From an optimization exercise on the open Yosys and OpenROAD flow, aimed at small area, a short achievable clock period and few clock cycles; shortcuts taken in it are not production practice.
No functional check of the RTL was part of any run shown here.
Power figures rest on the tool's default switching activity, not on a simulated workload.

$ cat flow/flow/run.sh
#!/bin/bash
# Standard layout, with the port buffers made of sky130_fd_sc_hd__buf_1
# instead of the delay buffer buffer_ports picks by default.
set -euo pipefail
export BUFFER_PORTS_ARGS="-buffer_cell sky130_fd_sc_hd__buf_1"
bash standard.sh > standard.log 2>&1
$ cat flow/standard.sh
#!/bin/bash
# synth_recipe.tcl (not shown) runs the flow's synth.tcl, then flattens the netlist and writes it again
# the make line also repeats each setting of config.mk as NAME=value (left out here)
make -C /OpenROAD-flow-scripts/flow DESIGN_CONFIG=/design/flow/config.mk WORK_HOME=/design/flow/orfs CLKGATE_MAP_FILE= SYNTH_SCRIPT=/design/flow/synth_recipe.tcl "${@:-finish}"
$ cat flow/config.mk
export PLATFORM = sky130hd
export DESIGN_NAME = cpuCore
export DESIGN_NICKNAME = cpuCore
export VERILOG_FILES = /design/flow/design.v
export SDC_FILE = /design/flow/constraint.sdc
export NUM_CORES = 4
export LEC_CHECK = 0
export CAP_MARGIN = 20
export CORE_AREA = 5.06 5.44 215.41 214.88
export CTS_BUF_LIST = sky130_fd_sc_hd__clkbuf_8 sky130_fd_sc_hd__clkbuf_16
export DIE_AREA = 0 0 220.41 220.32
export SETUP_SLACK_MARGIN = 2.0
export SLEW_MARGIN = 20
export TNS_END_PERCENT = 20
$ cat flow/constraint.sdc
create_clock -name core_clock -period 5.0 [get_ports {CLK}]
set_input_delay 1.0000 -clock core_clock [delete_from_list [all_inputs] [get_ports {CLK}]]
set_output_delay 1.0000 -clock core_clock [all_outputs]
set_load 0.01 [all_outputs]
$ cat flow/design.v
`timescale 1ns/1ps
module cpuCore (
  input  logic        CLK,
  input  logic        RST,
  input  logic        en,
  input  logic        start,
  output logic [7:0]  instAddr,
  input  logic [15:0] inst,
  output logic [7:0]  dataAddr,
  output logic        dataWe,
  output logic [15:0] dataOut,
  input  logic [15:0] dataIn,
  output logic        running
);
  localparam logic [4:0] OP_HALT = 5'b00001, OP_LOAD = 5'b00010, OP_STORE = 5'b00011,
    OP_ADD = 5'b10000, OP_ADDI = 5'b10001, OP_SUB = 5'b10011, OP_SUBI = 5'b10100,
    OP_INC = 5'b10110, OP_LDIL = 5'b10111, OP_LDIH = 5'b11000, OP_XOR = 5'b11001,
    OP_AND = 5'b11010, OP_OR = 5'b11011;
  logic        runQ, haltedQ, resumed;
  logic [7:0]  pc;
  logic [15:0] regs [8];
  logic [7:0]  valid;   
  logic [15:0] opA, opB;
  logic [2:0]  eDest;
  logic [3:0]  eOff;
  logic        eWrites, eHalt, eStore, eInvB, eCin, eSra;
  logic        eSelSum, eLogDiff, eLogBoth, eSelShl, eSelShr, eSelLoad;
  logic [15:0] logicOut;
  logic [15:0] sum, shIn, shl, shr, res;
  logic [4:0]  fOp;
  logic [7:0]  fImm;
  logic [15:0] rA, rB, vA, nB, immValA, immValB;
  logic [7:0]  eWriting, usable, matchA, matchB;
  logic        fwdA, fwdB, immA, immB, bUsesD, fWrites;
  assign instAddr = pc;
  assign fOp  = inst[15:11];
  assign fImm = inst[7:0];
  assign bUsesD = (fOp == OP_STORE) || (fOp == OP_ADDI) || (fOp == OP_SUBI);
  assign immA   = (fOp == OP_ADDI) || (fOp == OP_SUBI) || (fOp == OP_LDIL) || (fOp == OP_LDIH);
  always_comb begin
    case (fOp)
      OP_ADDI: immValA = {8'h00, fImm};
      OP_SUBI: immValA = {8'hFF, ~fImm};
      default: immValA = 16'h0000;
    endcase
  end
  always_comb begin
    case (fOp)
      OP_LDIL: begin immB = 1'b1; immValB = {8'h00, fImm}; end
      OP_LDIH: begin immB = 1'b1; immValB = {fImm, 8'h00}; end
      OP_INC:  begin immB = 1'b1; immValB = 16'd1; end
      default: begin immB = 1'b0; immValB = 16'd0; end
    endcase
  end
  always_comb begin
    for (int i = 0; i < 8; i++) begin
      eWriting[i] = runQ && eWrites && eDest == 3'(i);
      usable[i]   = valid[i] && !eWriting[i];
      matchA[i]   = inst[6:4] == 3'(i);
      matchB[i]   = bUsesD ? inst[10:8] == 3'(i) : inst[2:0] == 3'(i);
    end
  end
  assign fwdA = |(matchA & eWriting) && !immA;
  assign fwdB = |(matchB & eWriting) && !immB;
  always_comb begin
    rA = '0;
    rB = '0;
    for (int i = 0; i < 8; i++) begin
      rA = rA | ({16{matchA[i] && usable[i] && !immA}} & regs[i]);
      rB = rB | ({16{matchB[i] && usable[i] && !immB}} & regs[i]);
    end
  end
  assign vA = rA | ({16{immA}} & immValA) | ({16{fwdA}} & res);
  assign nB = rB | immValB | ({16{fwdB}} & res);
  assign fWrites = (fOp == OP_LOAD) || (fOp[4] && fOp != 5'b10010 && fOp != 5'b10101);
  always_ff @(posedge CLK) begin
    opA      <= vA;
    opB      <= nB;
    eDest    <= inst[10:8];
    eOff     <= inst[3:0];
    eWrites  <= fWrites;
    eHalt    <= (fOp == OP_HALT);
    eStore   <= (fOp == OP_STORE);
    eInvB    <= (fOp == OP_SUB);
    eCin     <= (fOp == OP_SUB) || (fOp == OP_SUBI);
    eSra     <= fOp[0] && fOp[4:1] == 4'b1111;
    eSelSum  <= (fOp == OP_ADD) || (fOp == OP_ADDI) || (fOp == OP_SUB) ||
                (fOp == OP_SUBI) || (fOp == OP_INC) || (fOp == OP_LDIL) || (fOp == OP_LDIH);
    eLogDiff <= (fOp == OP_XOR) || (fOp == OP_OR);
    eLogBoth <= (fOp == OP_AND) || (fOp == OP_OR);
    eSelShl  <= (fOp[4:1] == 4'b1110);
    eSelShr  <= (fOp[4:1] == 4'b1111);
    eSelLoad <= (fOp == OP_LOAD);
  end
  assign sum = opA + (opB ^ {16{eInvB}}) + {15'd0, eCin};
  always_comb begin
    for (int i = 0; i < 16; i++) begin
      shIn[i] = eSelShl ? opA[15-i] : opA[i];
    end
    shr = 16'($signed({eSra & opA[15], shIn}) >>> opB[3:0]);
    for (int i = 0; i < 16; i++) begin
      shl[i] = shr[15-i];
    end
  end
  assign logicOut = ((opA ^ opB) & {16{eLogDiff}}) | ((opA & opB) & {16{eLogBoth}});
  assign res = ({16{eSelSum}}  & sum) |
               logicOut |
               ({16{eSelShl}}  & shl) |
               ({16{eSelShr}}  & shr) |
               ({16{eSelLoad}} & dataIn);
  always_ff @(posedge CLK) begin
    if (runQ && eWrites) begin
      regs[eDest] <= res;
    end
  end
  always_ff @(posedge CLK or posedge RST) begin
    if (RST) begin
      valid <= '0;
    end else if (runQ && eWrites) begin
      valid[eDest] <= 1'b1;
    end
  end
  assign dataAddr = opA[7:0] + {4'h0, eOff};
  assign dataOut  = opB;
  assign dataWe   = runQ && eStore;
  assign running = runQ && !(eHalt && !resumed);
  always_ff @(posedge CLK or posedge RST) begin
    if (RST) begin
      runQ    <= 1'b0;
      haltedQ <= 1'b0;
      resumed <= 1'b0;
      pc      <= '0;
    end else begin
      resumed <= 1'b0;
      if (runQ) begin
        if (eHalt) begin
          runQ    <= 1'b0;
          haltedQ <= 1'b1;
        end else if (!en) begin
          runQ <= 1'b0;   
        end else begin
          pc <= pc + 8'd1;
        end
      end else if (en && start && !haltedQ) begin
        runQ    <= 1'b1;
        resumed <= 1'b1;
        pc      <= pc + 8'd1;
      end
    end
  end
endmodule
==> impl_metrics.csv, run 1 <==
group,metric,value,unit
run_status,outcome,"timing/DRC/antenna clean",
critical_path,path_max_fanout,5,
clocking,path_clk_slew,0.07,ns
clocking,cts_made_buffers,17,
global_route,grt_max_degree,21,
sta,fin_crit,3.17,ns
synthesis,yosysTopAreaCell,"edfxtp_1",
sta,setup_viol,0,
global_route,antenna_found_initial,1,
routing,drt-total-wl,38700,µm
synthesis,synth-edff-count,128,
sta,final.setup_skew,0.0111,ns
critical_path,worstPathArrival,3.49,ns
synthesis,synth_area,11100,µm²
placed_design,pre_cts_ws,0.910,ns
synthesis,synth_top_area_share,34.6,%
synthesis,synthCells,979,
synthesis,netlist_top_cells_area,"edfxtp_1, dfxtp_1, a22oi_1",
die,dieArea,48600,µm²
cells_and_area,insertedDiodeCount,0,
routing,vias,9368,
global_route,grt_pass1_vias,9266,
sta,max_slew.worst_pin.slew,1.03,ns
critical_path,slowest_stage,"dfxtp_4",
critical_path,cpMostUsedCell,"fa_2",
sta,rsz0062_at_grt,"yes",
routing,drtAntennaViolNets,0,
critical_path,cp-end-kind,"flip-flop",
clocking,htreeDepth,4,
sta,finalHoldViolations,0,
die,fp-row-count,77,
clocking,clockRootBuffer,"clkbuf_16",
placed_design,post_dp_cell_area,12200,µm²
power_and_ir_drop,powerDensity,375,nW/µm²
global_route,gr-total-overflow,0,
synthesis,yosysMostFrequentCell,"edfxtp_1",
synthesis,ys_types,75,
cells_and_area,nFillCells,4527,
synthesis,synth-seq-cells,198,
sta,relSlewSlack,31.0,%
power_and_ir_drop,p_leak,4.99,nW
synthesis,synth_flop_cell,"edfxtp_1",
cells_and_area,finish.instance_area,13200,µm²
clocking,cts_tree,"built",
synthesis,ys_seq_area_share,48.0,%
sta,fin_setup_tns,0,ns
power_and_ir_drop,ir_drop,0.184,mV
critical_path,cp-start-kind,"flip-flop",
synthesis,ys_top_cells_by_count,"edfxtp_1, nand2_1, a22oi_1",
critical_path,cpLargestDelayFamily,"compound AO/OA/AOI/OAI gates",
clocking,clock-sinks,198,
sta,setup_slack,1.83,ns
routing,drt-pass1-iter-count,7,
placed_design,place_congestion,0.946,
min_path,holdCritPathClass,"flip-flop to flip-flop",
clocking,clock_path_buffers,2,
die,io_pins,70,
critical_path,cp_cell_sequence,"xnor2_2 -> fa_2 -> inv_2 -> fa_2 -> a211oi_2 -> o21bai_1 -> a21oi_2 -> or4b_4 -> o21ai_2 -> a222oi_1 -> nand3_2 -> a211o_1",
routing,route.detailed.drc,0,
cells_and_area,drive_gt1_share,18.4,%
sta,fmax,316,MHz
critical_path,worst-path-buf-inv,1,
routing,viasPerCell,5.58,
critical_path,critPathMaxStageDelay,0.36,ns
die,core-area,44000,µm²
synthesis,ys_warn_count,1,
critical_path,worstSetupPathType,"flip-flop to flip-flop",
placed_design,portBuffers,69,
cells_and_area,synthToLayoutAreaGrowth,18.7,%
placed_design,dp_hpwl,26300,µm
routing,drtIter0Drc,1541,
die,dieHeight,220,µm
die,die_w,220,µm
synthesis,syn-num-nets,1059,
die,start_util,25.2,%
cells_and_area,nNetsFinal,1153,
clocking,clk_latency,0.44,ns
global_route,grt_use_total,15.6,%
routing,wire_per_inst,23.1,µm
sta,period_share,63.4,%
global_route,grt_pass1_wl,57400,µm
run,cap_violations,0,
critical_path,required,5.32,ns
synthesis,postSynthAreaPerCell,11.4,µm²
sta,slew_violations,0,
synthesis,synthArstFlopShare,9.60,%
==> where the power goes <==
| part | leakage, nW | switching [mW] | total, mW | internal [mW] |
|---|---|---|---|---|
| sequential | 1.84 | 0.197 | 2.13 | 1.93 |
| combinational | 2.87 | 0.878 | 1.49 | 0.611 |
| clock | 0.279 | 0.665 | 1.33 | 0.669 |
==> worst register-to-register path, delay by kind of cell, from the launching register on <==
kind            cells  cell delay [ns]
buf+inv             1             0.06
xor+xnor            1             0.17
fa+ha+maj           2             0.67
simple gates        2             0.44
compound gates      6             1.36
flops               1             0.36
==> cells by family (layout without fill, tap and decap cells) <==
| kind of cell | count (synthesis) | after routing | synth area share (%) |
|---|---|---|---|
| flip-flops | 198 | 198 | 48.0 |
| buffers and inverters | 87 | 193 | 4.36 |
| AO/OA/AOI/OAI | 306 | 306 | 20.7 |
| XOR/XNOR | 43 | 43 | 3.39 |
| multiplexers | 50 | 50 | 6.72 |
| AND/OR/NAND/NOR | 251 | 252 | 11.6 |
| adder cells (fa/ha/maj) | 44 | 44 | 5.15 |
==> layer usage <==
| metal | vias up | share of wire [%] | GRT usage (%) |
|---|---|---|---|
| met3 | 113 | 8.9 | 2.96 |
| met5 | - | 0.034 | 0 |
| met1 | 4595 | 39 | 19.8 |
| li1 | 4071 | - | - |
| met2 | 587 | 47 | 25.7 |
| met4 | 2 | 4.4 | 6.99 |
==> path summary, 6_finish.rpt <==
kind	from	end	slack, ns	depth (start not counted)
worst min-delay path	haltedQ	resumed	0.45	1
max in group asynchronous	RST	resumed	3.92	2
min in group asynchronous	RST	pc[5]	0.63	2
worst min register to register	haltedQ	resumed	0.45	1
worst max-delay path	opB[0]	opB[10]	1.83	12
worst max register to register	opB[0]	opB[10]	1.83	12
==> cells in the final DEF, fill, tap and decap left out, types with 5 or more instances in the layout <==
cell       instances
a211o_1           19
dfxtp_1           43
a21oi_1           32
a222oi_1          46
clkbuf_16         17
nor2_1            48
a21o_1            23
o21ai_0           37
mux2i_1           16
nor2b_1           12
mux2_2            10
inv_8              6
dfxtp_4            5
dfrtp_1           19
buf_2              5
nor3_1             9
inv_1             25
nand2_1           85
xnor2_1           19
ha_1              39
buf_1             62
mux4_2            13
and3_1             5
a221oi_1           5
nand3_1           27
a221o_1            5
buf_4             58
edfxtp_1         128
nand4_1           13
nand2b_1          10
a22oi_1           83
xor2_1            22
==> flip-flops by register name, summed over array words and instances (netlist names), 3 cells and up <==
name   cells
eDest      3
opA       16
eOff       4
opB       16
regs     128
pc         8
valid      8
==> through the flow <==
| stage | power, mW | util (%) | std cells | hold WS, ns |
|---|---|---|---|---|
| after floorplan | 3.03 | - | 979 | 0.422 |
| after detailed placement | 3.51 | 27.7 | 1618 | 0.437 |
| after global routing | 5.19 | 30.0 | 1678 | 0.489 |
| final | 4.95 | 30.0 | 1678 | 0.446 |
| after CTS | 4.93 | 29.8 | 1673 | 0.447 |
| after global placement | 3.50 | 27.7 | 1618 | 0.438 |
==> layout make-up <==
type,count,area [µm²],area share (%)
Clock buffer,17,425,3.22
Clock inverter,15,154,1.17
Inverter,28,106,0.806
Multi-Input combinational cell,695,5600,42.5
Sequential cell,198,5360,40.6
Tap cell,592,741,5.61
Timing Repair Buffer,133,803,6.09
==> timing repair <==
action | CTS | global route
setup endpoints to repair | 167 | 88
hold buffers | 0 | 0
cloned | 1 | 0
gates resized for setup | 42 | 12
endpoints found under the hold margin | 0 | 0
pin swaps | 21 | 13
setup buffers | 22 | 5
==> run 2: changes to the inputs <==
--- a/flow/design.v
+++ b/flow/design.v
@@ -48,7 +48,7 @@
     case (fOp)
       OP_LDIL: begin immB = 1'b1; immValB = {8'h00, fImm}; end
       OP_LDIH: begin immB = 1'b1; immValB = {fImm, 8'h00}; end
-      OP_INC:  begin immB = 1'b1; immValB = 16'd1; end
+      OP_INC:  begin immB = 1'b1; immValB = 16'd0; end   
       default: begin immB = 1'b0; immValB = 16'd0; end
     endcase
   end
@@ -82,7 +82,7 @@
     eHalt    <= (fOp == OP_HALT);
     eStore   <= (fOp == OP_STORE);
     eInvB    <= (fOp == OP_SUB);
-    eCin     <= (fOp == OP_SUB) || (fOp == OP_SUBI);
+    eCin     <= (fOp == OP_SUB) || (fOp == OP_SUBI) || (fOp == OP_INC);
     eSra     <= fOp[0] && fOp[4:1] == 4'b1111;
     eSelSum  <= (fOp == OP_ADD) || (fOp == OP_ADDI) || (fOp == OP_SUB) ||
                 (fOp == OP_SUBI) || (fOp == OP_INC) || (fOp == OP_LDIL) || (fOp == OP_LDIH);
==> run 2 against run 1 <==
  * Non-clock buffer count is the same
  * First-iteration DRC count down 20%
  * Critical path depth down 5
  * Sequential share of layout area is 1.1 points lower
  * Count of clock-buffer cells in the layout rose by 3
  * Global-route usage hardly changed
  * Wire length increased by 1.7%
  * Worst hold slack improved by 0.010 ns
  * Combinational power up 11%
==> impl_metrics.csv, run 2 <==
group,metric,value,unit
clocking,cts_hold_buf,0,
clocking,clockRootBuffer,"clkbuf_16",
power_and_ir_drop,pwr-share-seq,41.9,%
cells_and_area,finish.instance_area,13600,µm²
critical_path,worst-path-buf-inv,1,
routing,drt-met1-wl,15000,µm
critical_path,slowest_stage,"dfxtp_4",
critical_path,critPathMaxStageDelay,0.40,ns
die,dieHeight,220,µm
min_path,hold_depth,1,
critical_path,ff2ff_setup_slack,1.94,ns
sta,fin_setup_tns,0,ns
clocking,clk_latency,0.44,ns
die,start_util,25.6,%
sta,fmax,324,MHz
routing,drtIter0Drc,1226,
min_path,holdCritPathClass,"flip-flop to flip-flop",
synthesis,synth-edff-count,128,
routing,drtAntennaViolNets,0,
global_route,gr-total-overflow,0,
die,io_pins,70,
synthesis,synth_area,11300,µm²
power_and_ir_drop,clkPwrFrac,26.3,%
clocking,clock-sinks,198,
global_route,grt_pass1_vias,9249,
cells_and_area,synthToLayoutAreaGrowth,20.3,%
clocking,cts_made_buffers,17,
power_and_ir_drop,cellInternalPower,3.34,mW
power_and_ir_drop,ir_drop,0.270,mV
power_and_ir_drop,fin_total_pwr,5.19,mW
sta,slew_violations,0,
routing,top_layer,"met5",
sta,rsz0062_at_grt,"yes",
placed_design,post_dp_cell_area,12300,µm²
synthesis,synthCells,975,
clocking,clock_path_buffers,2,
synthesis,syn-num-nets,1056,
routing,wire_per_inst,23.5,µm
clocking,cts_tree,"built",
critical_path,cp_cell_sequence,"ha_1 -> a21o_1 -> a21oi_2 -> nor2b_1 -> o2111ai_1 -> xnor2_1 -> buf_1",
critical_path,reg2regPathDepth,13,
cells_and_area,layout_common_cells,"edfxtp_1, buf_1, buf_4",
power_and_ir_drop,switchingPower,1.85,mW
routing,vias,9546,
global_route,antenna_found_initial,1,
critical_path,path_max_fanout,10,
critical_path,cp-start-kind,"flip-flop",
synthesis,postSynthAreaPerCell,11.6,µm²
critical_path,worstSetupPathType,"flip-flop to primary output",
sta,finalHoldViolations,0,
critical_path,timing.rr.end,"opA[10]",
routing,wl_met3,3720,µm
routing,viasPerCell,5.71,
die,die_w,220,µm
critical_path,required,4.00,ns
global_route,grt_use_total,15.5,%
die,fp-row-count,77,
cells_and_area,drive_gt1_share,21.8,%
run,cap_violations,0,
cells_and_area,final_common_cell,"edfxtp_1",
power_and_ir_drop,switching_share,35.6,%
die,dieArea,48600,µm²
critical_path,cp-end-kind,"primary output",
synthesis,synthArstFlopShare,9.60,%
synthesis,yosysTopAreaCell,"edfxtp_1",
sta,period_share,61.7,%
die,core-area,44000,µm²
power_and_ir_drop,comb_power_share,31.7,%
synthesis,synth_flop_cell,"edfxtp_1",
placed_design,portBuffers,69,
synthesis,ys_top_cells_by_count,"edfxtp_1, nand2_1, dfxtp_1",
routing,wl_met2,18900,µm
cells_and_area,largest_register_ff_count,128,
power_and_ir_drop,p_leak,4.92,nW
power_and_ir_drop,powerDensity,383,nW/µm²
critical_path,worstReg2RegStart,"opA[0]",
clocking,path_clk_slew,0.08,ns
placed_design,dp_hpwl,26300,µm
synthesis,netlist_top_cells_area,"edfxtp_1, dfxtp_1, ha_1",
clocking,htreeDepth,4,
cells_and_area,insertedDiodeCount,0,
global_route,grt_max_degree,23,
synthesis,ys_seq_area_share,47.3,%
sta,final.setup_skew,0.00898,ns
synthesis,ys_types,84,
routing,route.detailed.drc,0,
sta,max_slew.worst_pin.slew,1.11,ns
synthesis,ys_warn_count,1,
critical_path,cpLargestDelayFamily,"compound AO/OA/AOI/OAI gates",
min_path,worstHoldStart,"valid[5]",
sta,setup_viol,0,
min_path,hold-path-endpoint,"valid[5]",
run_status,outcome,"timing/DRC/antenna clean",
synthesis,synth_top_area_share,34.1,%
synthesis,yosysMostFrequentCell,"edfxtp_1",
routing,drt-pass1-iter-count,7,
critical_path,worstPathArrival,2.09,ns
sta,relSlewSlack,25.6,%
sta,fin_crit,3.09,ns
cells_and_area,largestRegisters,"regs: 128 flops, opA: 16 flops, opB: 16 flops",
placed_design,place_congestion,0.928,
routing,drt-total-wl,39300,µm
synthesis,synth-seq-cells,198,
cells_and_area,nNetsFinal,1148,
global_route,grt_pass1_wl,57200,µm
cells_and_area,nFillCells,4454,
cells_and_area,top_register,"regs",
## run 2: cell types whose count changed in the layout (fill, tap and decap cells not counted), sizes merged, moves of 9 or more
cell / change
o2111ai: +22
and3: +9
a221oi: +35
a211o: -17
a22oi: -46
inv: +19
a22o: +29
nor2: -12
o21ai: -18
nand2: -31
## run 2: cell families (layout without fill, tap and decap cells)
family	Yosys count	count (layout)	synth area share, %
compound gates	316	317	23.2
simple gates	219	219	10.8
flops	198	198	47.3
buf+inv	104	208	3.86
mux	49	49	6.21
fa+ha+maj	45	45	5.19
xor+xnor	44	44	3.42
## run 2: area by class of cell
type	instances	area (µm²)	area share, %
multi-input cells	674	5870	43.2
clock buffers	20	489	3.61
inverters	43	161	1.19
flip-flops and latches	198	5360	39.5
repair buffers	133	847	6.24
clock inverters	12	105	0.774
well taps	592	741	5.46
## run 2: metrics by stage
stage | hold WS (ns) | worst slack [ns] | utilization (%) | instances
3_5_place_dp | 0.442 | 1.05 | 28.0 | 1609
4_1_cts | 0.456 | 1.86 | 30.0 | 1658
5_1_grt | 0.477 | 1.79 | 30.8 | 1672
6_report | 0.456 | 1.91 | 30.8 | 1672
2_1_floorplan | 0.422 | 1.62 | - | 975
3_3_place_gp | 0.443 | 1.15 | 28.0 | 1609
## run 2: metal layers
layer / up-vias / GRT usage [%]
li1: 4149 / -
met4: 2 / 7.30
met1: 4674 / 19.5
met2: 604 / 25.6
met3: 117 / 3.31
met5: - / 0
## run 2: timing repair
action,CTS,global route
endpoints found under the hold margin,0,0
cloned,0,2
pin swaps,9,18
endpoints found under the setup margin,166,148
setup buffers,17,12
gates resized for setup,28,69
## run 2: power by group through the flow
| stage | Combinational (mW) | Clock [mW] | Sequential, mW |
|---|---|---|---|
| floorplan | 1.03 | 0 | 2.12 |
| global placement | 1.41 | 0 | 2.22 |
| detailed placement | 1.43 | 0 | 2.22 |
| CTS | 1.52 | 1.39 | 2.16 |
| global route | 1.77 | 1.46 | 2.19 |
| finish | 1.65 | 1.37 | 2.18 |
## run 2: worst max path at each step
stage                   from     endpoint  slack, ns  cells past startpoint
global route          opA[0]  dataAddr[6]       1.79                      9
finish                opA[1]  dataAddr[7]       1.91                      7
floorplan             opB[0]  regs[0][14]       1.62                     14
global placement    inst[14]       opB[0]       1.15                      9
CTS                 inst[11]      opB[15]       1.86                      9
detailed placement  inst[14]      opB[15]       1.05                      9
==> run 3: changes to the inputs <==
--- a/flow/design.v
+++ b/flow/design.v
@@ -26,7 +26,9 @@
   logic        eWrites, eHalt, eStore, eInvB, eCin, eSra;
   logic        eSelSum, eLogDiff, eLogBoth, eSelShl, eSelShr, eSelLoad;
   logic [15:0] logicOut;
-  logic [15:0] sum, shIn, shl, shr, res;
+  logic [15:0] sum, shIn, shl, shr, res, addB, pg, gg, pp;
+  logic [3:0]  ap, ag;
+  logic [4:0]  ac;
   logic [4:0]  fOp;
   logic [7:0]  fImm;
   logic [15:0] rA, rB, vA, nB, immValA, immValB;
@@ -48,7 +50,7 @@
     case (fOp)
       OP_LDIL: begin immB = 1'b1; immValB = {8'h00, fImm}; end
       OP_LDIH: begin immB = 1'b1; immValB = {fImm, 8'h00}; end
-      OP_INC:  begin immB = 1'b1; immValB = 16'd0; end   
+      OP_INC:  begin immB = 1'b1; immValB = 16'd1; end
       default: begin immB = 1'b0; immValB = 16'd0; end
     endcase
   end
@@ -82,7 +84,7 @@
     eHalt    <= (fOp == OP_HALT);
     eStore   <= (fOp == OP_STORE);
     eInvB    <= (fOp == OP_SUB);
-    eCin     <= (fOp == OP_SUB) || (fOp == OP_SUBI) || (fOp == OP_INC);
+    eCin     <= (fOp == OP_SUB) || (fOp == OP_SUBI);
     eSra     <= fOp[0] && fOp[4:1] == 4'b1111;
     eSelSum  <= (fOp == OP_ADD) || (fOp == OP_ADDI) || (fOp == OP_SUB) ||
                 (fOp == OP_SUBI) || (fOp == OP_INC) || (fOp == OP_LDIL) || (fOp == OP_LDIH);
@@ -92,7 +94,22 @@
     eSelShr  <= (fOp[4:1] == 4'b1111);
     eSelLoad <= (fOp == OP_LOAD);
   end
-  assign sum = opA + (opB ^ {16{eInvB}}) + {15'd0, eCin};
+  always_comb begin
+    addB = opB ^ {16{eInvB}};
+    pg = opA ^ addB;
+    gg = opA & addB;
+    gg[0] = gg[0] | (pg[0] & eCin);
+    pp = pg;
+    for (int l = 0; l < 4; l++) begin
+      for (int i = 0; i < 16; i++) begin
+        if (i[l]) begin
+          gg[i] = gg[i] | (pp[i] & gg[((i >> l) << l) - 1]);
+          pp[i] = pp[i] & pp[((i >> l) << l) - 1];
+        end
+      end
+    end
+    sum = pg ^ {gg[14:0], eCin};
+  end
   always_comb begin
     for (int i = 0; i < 16; i++) begin
       shIn[i] = eSelShl ? opA[15-i] : opA[i];
@@ -120,7 +137,19 @@
       valid[eDest] <= 1'b1;
     end
   end
-  assign dataAddr = opA[7:0] + {4'h0, eOff};
+  always_comb begin
+    ap = opA[3:0] ^ eOff;
+    ag = opA[3:0] & eOff;
+    ac[0] = 1'b0;
+    ac[1] = ag[0];
+    ac[2] = ag[1] | (ap[1] & ag[0]);
+    ac[3] = ag[2] | (ap[2] & ag[1]) | (ap[2] & ap[1] & ag[0]);
+    ac[4] = ag[3] | (ap[3] & ag[2]) | (ap[3] & ap[2] & ag[1]) | (ap[3] & ap[2] & ap[1] & ag[0]);
+    for (int j = 0; j < 4; j++) begin
+      dataAddr[j]     = ap[j] ^ ac[j];
+      dataAddr[4 + j] = opA[4 + j] ^ (ac[4] & (&(opA[4 +: 4] | ~((4'd1 << j) - 4'd1))));
+    end
+  end
   assign dataOut  = opB;
   assign dataWe   = runQ && eStore;
   assign running = runQ && !(eHalt && !resumed);
--- a/flow/config.mk
+++ b/flow/config.mk
@@ -7,7 +7,7 @@
 export LEC_CHECK = 0
 export CAP_MARGIN = 20
 export CORE_AREA = 5.06 5.44 215.41 214.88
-export CTS_BUF_LIST = sky130_fd_sc_hd__clkbuf_8 sky130_fd_sc_hd__clkbuf_16
+export CTS_BUF_LIST = sky130_fd_sc_hd__clkbuf_4 sky130_fd_sc_hd__clkbuf_8
 export DIE_AREA = 0 0 220.41 220.32
 export SETUP_SLACK_MARGIN = 2.0
 export SLEW_MARGIN = 20
==> run 3 against run 2 <==
  * Total power is 10% lower
  * Global-route usage down 0.56 points
  * Synthesized area down 2.8%
  * Via count fell by 5.2%
  * Combinational power fell by 9.7%
  * Clock power down 23%
  * Highest routed layer is now met4
==> impl_metrics.csv, run 3 <==
group,metric,value,unit
routing,wire_per_inst,23.1,µm
sta,setup_slack,1.73,ns
synthesis,yosysTopAreaCell,"edfxtp_1",
critical_path,path_max_fanout,6,
routing,vias,9051,
synthesis,synth-seq-cells,198,
sta,period_share,65.4,%
critical_path,worst-path-buf-inv,3,
cells_and_area,synthToLayoutAreaGrowth,19.7,%
critical_path,cp-end-kind,"flip-flop",
clocking,clock_path_buffers,2,
critical_path,required,5.24,ns
die,io_pins,70,
synthesis,ys_seq_area_share,48.7,%
global_route,grt_max_degree,37,
critical_path,critPathMaxStageDelay,0.40,ns
synthesis,ys_warn_count,1,
sta,fmax,306,MHz
run_status,outcome,"timing/DRC/antenna clean",
sta,fin_crit,3.27,ns
critical_path,cp_cell_sequence,"buf_12 -> xnor2_4 -> fa_2 -> inv_2 -> fa_2 -> a211oi_2 -> o211ai_1 -> and2_1 -> fa_2 -> a22o_1 -> a221oi_2 -> nand3_2 -> buf_6",
synthesis,syn-num-nets,1001,
global_route,grt_pass1_vias,8985,
global_route,grt_use_total,15.0,%
critical_path,critPathCapture,"regs[7][8]",
synthesis,synth_top_area_share,35.0,%
clocking,clockRootBuffer,"clkbuf_8",
cells_and_area,final_util,29.8,%
synthesis,synth-edff-count,128,
die,core-area,44000,µm²
synthesis,yosysMostFrequentCell,"edfxtp_1",
synthesis,netlist_top_cells_area,"edfxtp_1, dfxtp_1, ha_1",
critical_path,worstPathArrival,3.51,ns
power_and_ir_drop,p_leak,4.94,nW
die,start_util,24.9,%
clocking,cts_made_buffers,17,
cells_and_area,insertedDiodeCount,0,
placed_design,portBuffers,69,
cells_and_area,layout_common_cells,"edfxtp_1, buf_1, buf_4",
power_and_ir_drop,powerDensity,355,nW/µm²
power_and_ir_drop,ir_drop,0.189,mV
sta,slew_violations,0,
die,fp-row-count,77,
global_route,antenna_found_initial,0,
critical_path,slowest_stage,"fa_2",
sta,fin_setup_tns,0,ns
sta,relSlewSlack,33.5,%
placed_design,place_congestion,0.889,
critical_path,cpMostUsedCell,"fa_2",
critical_path,reg2regPathDepth,13,
run,cap_violations,0,
synthesis,ys_top_cells_by_count,"edfxtp_1, a22oi_1, dfxtp_1",
sta,max_slew.worst_pin.slew,0.994,ns
routing,route.detailed.drc,0,
min_path,holdCritPathClass,"flip-flop to flip-flop",
cells_and_area,final_common_cell,"edfxtp_1",
cells_and_area,largest_register_ff_count,128,
clocking,clk_latency,0.49,ns
cells_and_area,drive_gt1_share,21.6,%
routing,viasPerCell,5.57,
sta,rsz0062_at_grt,"yes",
sta,finalHoldViolations,0,
routing,drtIter0Drc,1395,
routing,drtAntennaViolNets,0,
critical_path,worstSetupPathType,"flip-flop to flip-flop",
critical_path,worstReg2RegStart,"opB[0]",
cells_and_area,nNetsFinal,1104,
critical_path,cpLargestDelayFamily,"adder cells",
critical_path,cp-start-kind,"flip-flop",
cells_and_area,largestRegisters,"regs: 128 flops, opA: 16 flops, opB: 16 flops",
die,die_w,220,µm
clocking,path_clk_slew,0.10,ns
placed_design,pre_cts_ws,0.973,ns
routing,drt-total-wl,37600,µm
global_route,gr-total-overflow,0,
synthesis,synth_flop_cell,"edfxtp_1",
clocking,htreeDepth,4,
sta,final.setup_skew,0.0155,ns
synthesis,synthArstFlopShare,9.60,%
sta,holdWs,0.461,ns
critical_path,ff2ff_setup_slack,1.73,ns
placed_design,dp_hpwl,25300,µm
critical_path,timing.rr.end,"regs[7][8]",
sta,setup_viol,0,
cells_and_area,top_register,"regs",
synthesis,synth_area,11000,µm²
die,dieHeight,220,µm
routing,drt-pass1-iter-count,9,
critical_path,path_depth,13,
global_route,grt_pass1_wl,55000,µm
clocking,clock-sinks,198,
critical_path,critical_path.startpoint,"opB[0]",
clocking,cts_tree,"built",
synthesis,ys_types,84,
die,dieArea,48600,µm²
synthesis,postSynthAreaPerCell,11.9,µm²
synthesis,synthCells,918,
-- run 3: how the worst min path moves through the flow --
stage / from / endpoint / slack, ns / depth (start not counted)
floorplan: valid[1] / valid[1] / 0.42 / 1
global placement: haltedQ / resumed / 0.44 / 1
detailed placement: haltedQ / resumed / 0.45 / 1
CTS: haltedQ / resumed / 0.46 / 1
global route: haltedQ / resumed / 0.49 / 1
finish: haltedQ / resumed / 0.46 / 1
-- run 3: timing repair --
item | in CTS | in global routing
endpoints found under the setup margin | 165 | 164
buffers inserted | 12 | 25
pin swaps | 16 | 30
endpoints found under the hold margin | 0 | 0
resized for setup | 33 | 52
cloned | 1 | 1
hold buffers | 0 | 0
-- run 3: metal layers --
metal / wire [µm] / GRT usage (%) / vias up
li1: - / - / 3903
met1: 15100 / 18.8 / 4476
met2: 18000 / 24.8 / 567
met3: 3210 / 3.19 / 105
met4: 1340 / 6.66 / 0
met5: 0 / 0 / -
-- run 3: through the flow --
stage | instances | area (µm²) | power (mW)
floorplan | 918 | 11000 | 2.95
global placement | 1555 | 12000 | 3.36
global route | 1626 | 13100 | 4.88
CTS | 1600 | 12700 | 4.52
finish | 1626 | 13100 | 4.66
detailed placement | 1555 | 12000 | 3.39
-- run 3: final cells by class --
type | instances | area (µm²)
clock buffers | 20 | 256
inverters | 38 | 151
well taps | 592 | 741
multi-input cells | 626 | 5540
fillers | 4455 | 30900
flip-flops and latches | 198 | 5360
clock inverters | 12 | 150
repair buffers | 140 | 928
-- run 3: logic make-up after synthesis --
kind of cell / Yosys count / share of synthesized area (%)
buffers and inverters: 94 / 3.84
muxes: 50 / 6.99
adders and majority gates: 47 / 5.77
and+or+nand+nor: 203 / 10.5
DFF: 198 / 48.7
AOI/OAI and AO/OA: 284 / 20.9
xor gates and xnor gates: 42 / 3.35
-- run 3: power breakdown --
part           switching (mW)  total [mW]  internal (mW)
logic                   0.831        1.49          0.656
registers               0.201        2.12           1.92
clock network           0.581        1.05          0.472
-- run 3: worst register-to-register path: stages (launching register included) --
cell	delay, ns
dfxtp_4	0.36
buf_12	0.13
xnor2_4	0.12
fa_2	0.21
inv_2	0.04
fa_2	0.36
a211oi_2	0.25
o211ai_1	0.19
and2_1	0.20
fa_2	0.40
a22o_1	0.22
a221oi_2	0.20
nand3_2	0.19
buf_6	0.18
==> run 4: changes to the inputs <==
==> flow/flow/run.sh (replaced) <==
#!/bin/bash
# Standard layout with two changes: port buffers are sky130_fd_sc_hd__buf_1
# instead of the delay buffer buffer_ports picks by default, and adders are
# left to ABC instead of being mapped to ripple chains of fa/ha cells.
set -euo pipefail
export BUFFER_PORTS_ARGS="-buffer_cell sky130_fd_sc_hd__buf_1"
export ADDER_MAP_FILE=
bash standard.sh > standard.log 2>&1
==> run 4 against run 3 <==
  * Still clean on timing, DRC and antenna
  * Sequential cell count is the same
  * Sequential share of layout area is 2.0 points lower
  * Clock power rose by 5%
  * Total power rose by 4.4%
  * Combinational power is 7% higher
  * First-iteration DRC count fell by 6.9%
  * Worst setup slack got worse by 0.014 ns
  * Fmax decreased by 0.42%
  * Critical path depth decreased by 5
  * Synthesized area increased by 3.7%
  * Global-route usage up 1.0 points
  * Sequential power is 3% higher
==> impl_metrics.csv, run 4 <==
group,metric,value,unit
synthesis,synthAdderAreaFrac,0.990,%
global_route,grt_max_degree,32,
clocking,htreeDepth,4,
synthesis,yosysMostFrequentCell,"edfxtp_1",
placed_design,post_dp_cell_area,12400,µm²
clocking,clock_path_buffers,2,
global_route,grt_pass1_wl,59000,µm
placed_design,dp_hpwl,26500,µm
clocking,clk_latency,0.48,ns
synthesis,synthArstFlopShare,9.60,%
sta,rsz0062_at_grt,"yes",
die,dieHeight,220,µm
synthesis,yosysTopAreaCell,"edfxtp_1",
min_path,holdCritPathClass,"flip-flop to flip-flop",
synthesis,postSynthAreaPerCell,10.2,µm²
die,die_w,220,µm
die,core-area,44000,µm²
run_status,outcome,"timing/DRC/antenna clean",
run,cap_violations,0,
sta,max_slew.worst_pin.slew,1.13,ns
cells_and_area,drive_gt1_share,23.7,%
cells_and_area,final_common_cell,"edfxtp_1",
power_and_ir_drop,comb_power_share,32.6,%
sta,finalHoldViolations,0,
cells_and_area,largestRegisters,"regs: 128 flops, opA: 16 flops, opB: 16 flops",
routing,wl_met2,19600,µm
clocking,clockRootBuffer,"clkbuf_8",
synthesis,synth_flop_cell,"edfxtp_1",
sta,setup_viol,0,
critical_path,required,4.00,ns
cells_and_area,nNetsFinal,1237,
routing,wl_met3,3670,µm
synthesis,ys_seq_area_share,46.9,%
sta,final.setup_skew,0.0185,ns
critical_path,cp-start-kind,"flip-flop",
cells_and_area,largest_register_ff_count,128,
critical_path,worstPathArrival,2.28,ns
power_and_ir_drop,powerDensity,351,nW/µm²
synthesis,synth_simple_gate_area_share,12.9,%
synthesis,ys_types,82,
routing,drtIter0Drc,1299,
power_and_ir_drop,clkPwrFrac,22.6,%
synthesis,ys_top_cells_by_count,"edfxtp_1, a21oi_1, nor2_1",
synthesis,netlist_top_cells_area,"edfxtp_1, dfxtp_1, dfrtp_1",
routing,drtAntennaViolNets,0,
global_route,gr-total-overflow,0,
cells_and_area,top_register,"regs",
synthesis,synth_compound_area_share,23.4,%
critical_path,path_max_fanout,4,
sta,fin_crit,3.28,ns
power_and_ir_drop,switchingPower,1.76,mW
global_route,antenna_found_initial,1,
synthesis,syn-num-nets,1150,
synthesis,ys_warn_count,1,
power_and_ir_drop,switching_share,36.2,%
clocking,cts_tree,"built",
critical_path,worstSetupPathType,"flip-flop to primary output",
synthesis,synth_top_family_by_area,"compound AO/OA/AOI/OAI gates",
synthesis,synthMuxAreaShare,6.61,%
synthesis,synth_top_area_share,33.8,%
power_and_ir_drop,cellInternalPower,3.11,mW
synthesis,synth-edff-count,128,
global_route,grt_use_total,16.0,%
die,start_util,25.8,%
routing,route.detailed.drc,0,
cells_and_area,finish.instance_area,13900,µm²
power_and_ir_drop,p_leak,4.74,nW
routing,viasPerCell,5.62,
routing,drt-total-wl,40800,µm
routing,wire_per_inst,22.6,µm
cells_and_area,layout_common_cells,"edfxtp_1, a21oi_1, nand2_1",
sta,period_share,65.6,%
placed_design,place_congestion,0.910,
die,dieArea,48600,µm²
clocking,clock-sinks,198,
routing,top_layer,"met4",
sta,relSlewSlack,24.2,%
critical_path,cp-end-kind,"primary output",
clocking,path_clk_slew,0.10,ns
synthesis,synth_area,11400,µm²
die,fp-row-count,77,
sta,slew_violations,0,
sta,fmax,305,MHz
power_and_ir_drop,pwr-share-seq,44.8,%
synthesis,synthXorXnorAreaFrac,4.70,%
cells_and_area,final_util,31.5,%
die,io_pins,70,
routing,drt-pass1-iter-count,9,
synthesis,synthCells,1114,
sta,fin_setup_tns,0,ns
global_route,grt_pass1_vias,9577,
cells_and_area,synthToLayoutAreaGrowth,22.0,%
placed_design,portBuffers,69,
synthesis,synth-seq-cells,198,
routing,vias,10152,
clocking,cts_made_buffers,17,
routing,drt-met1-wl,16200,µm
power_and_ir_drop,ir_drop,0.201,mV
-- run 4: routing by layer --
layer | vias to the layer above | global-route usage [%]
met4 | 0 | 6.24
met3 | 105 | 3.05
met5 | - | 0
li1 | 4483 | -
met2 | 565 | 26.6
met1 | 4999 | 20.7
-- run 4: cells by family after synthesis --
group                      after synthesis
muxes                                   60
xor gates and xnor gates                61
AOI/OAI and AO/OA                      364
adders and majority gates               11
buffers and inverters                  130
and+or+nand+nor                        290
DFF                                    198
-- run 4: worst max-delay path: stages (launching register included) --
cell and delay (ns):
dfxtp_4 0.38, a31oi_4 0.18, a21oi_2 0.06, maj3_2 0.36, maj3_2 0.32, and2_4 0.18, nand2_1 0.08, xnor2_1 0.10
buf_2 0.15
-- run 4: path summary, 6_finish.rpt --
path	cells past startpoint	start	end	slack, ns
max reg2reg	12	opA[0]	regs[3][9]	1.78
min	1	haltedQ	resumed	0.47
min reg2reg	1	haltedQ	resumed	0.47
max	8	opA[0]	dataAddr[6]	1.72
max in group asynchronous	2	RST	valid[1]	3.92
min in group asynchronous	2	RST	pc[7]	0.61
-- run 4: cell type report --
type / instances / area (µm²)
Clock buffer: 18 / 241
Antenna cell: 1 / 2.50
Timing Repair Buffer: 154 / 1030
Sequential cell: 198 / 5390
Tap cell: 592 / 741
Fill cell: 4465 / 30200
Inverter: 42 / 165
Multi-Input combinational cell: 788 / 6120
Clock inverter: 14 / 186
-- run 4: metrics by stage --
step | power, mW | setup WS (ns) | hold slack, ns | cells
after global routing | 5.09 | 1.62 | 0.500 | 1806
after detailed placement | 3.54 | 0.871 | 0.452 | 1722
after CTS | 4.72 | 1.70 | 0.472 | 1774
after global placement | 3.51 | 0.979 | 0.447 | 1722
final | 4.87 | 1.72 | 0.471 | 1807
after floorplan | 3.08 | 1.86 | 0.432 | 1114
-- run 4: what timing repair did --
item | CTS | global route
resized for setup | 61 | 98
endpoints found under the setup margin | 166 | 141
cloned | 0 | 4
hold buffers | 0 | 0
hold endpoints to repair | 0 | 0
pin swaps | 15 | 30
buffers inserted | 20 | 28
-- run 4: power groups by stage --
stage | clock (mW) | combinational (mW) | sequential [mW]
2_1_floorplan | 0 | 1.01 | 2.07
3_3_place_gp | 0 | 1.32 | 2.19
3_5_place_dp | 0 | 1.34 | 2.20
4_1_cts | 1.12 | 1.43 | 2.17
5_1_grt | 1.19 | 1.70 | 2.20
6_report | 1.10 | 1.59 | 2.18

[re-timing with driven ports]
No port has a modelled driver above. Below, the same layouts with a new extraction and two added sets of constraints.
Step 1 sets driving cells, clkbuf_16 on the clock port and buf_2 on the other inputs (assumed; they add their load-dependent delay and slew).
Step 2 also shifts input and output timing later by t, the mid clock arrival at the registers, as if the neighbouring blocks saw the same clock.
Three values: no drivers, after step 1, after step 2; two values: the first two.
| run | t (ns) | slack for setup (ns) | worst setup path at the end | slew at the worst register clock pin (ns) | cell pins on the clock port's net |
|---|---|---|---|---|---|
| run 1 | 0.484 | 1.832 / 1.832 / 1.457 | input to register | 0.08 / 0.08 | 1 |
| run 2 | 0.486 | 1.913 / 1.861 / 1.529 | input to register | 0.08 / 0.08 | 1 |
| run 3 | 0.528 | 1.732 / 1.691 / 1.492 | input to register | 0.11 / 0.11 | 1 |
| run 4 | 0.522 | 1.718 / 1.671 / 1.497 | input to register | 0.11 / 0.11 | 1 |
After both steps every run listed still meets setup and hold. The setup slack of run 2, which loses most, moves by -0.052 ns with the drivers and by -0.384 ns with both steps.
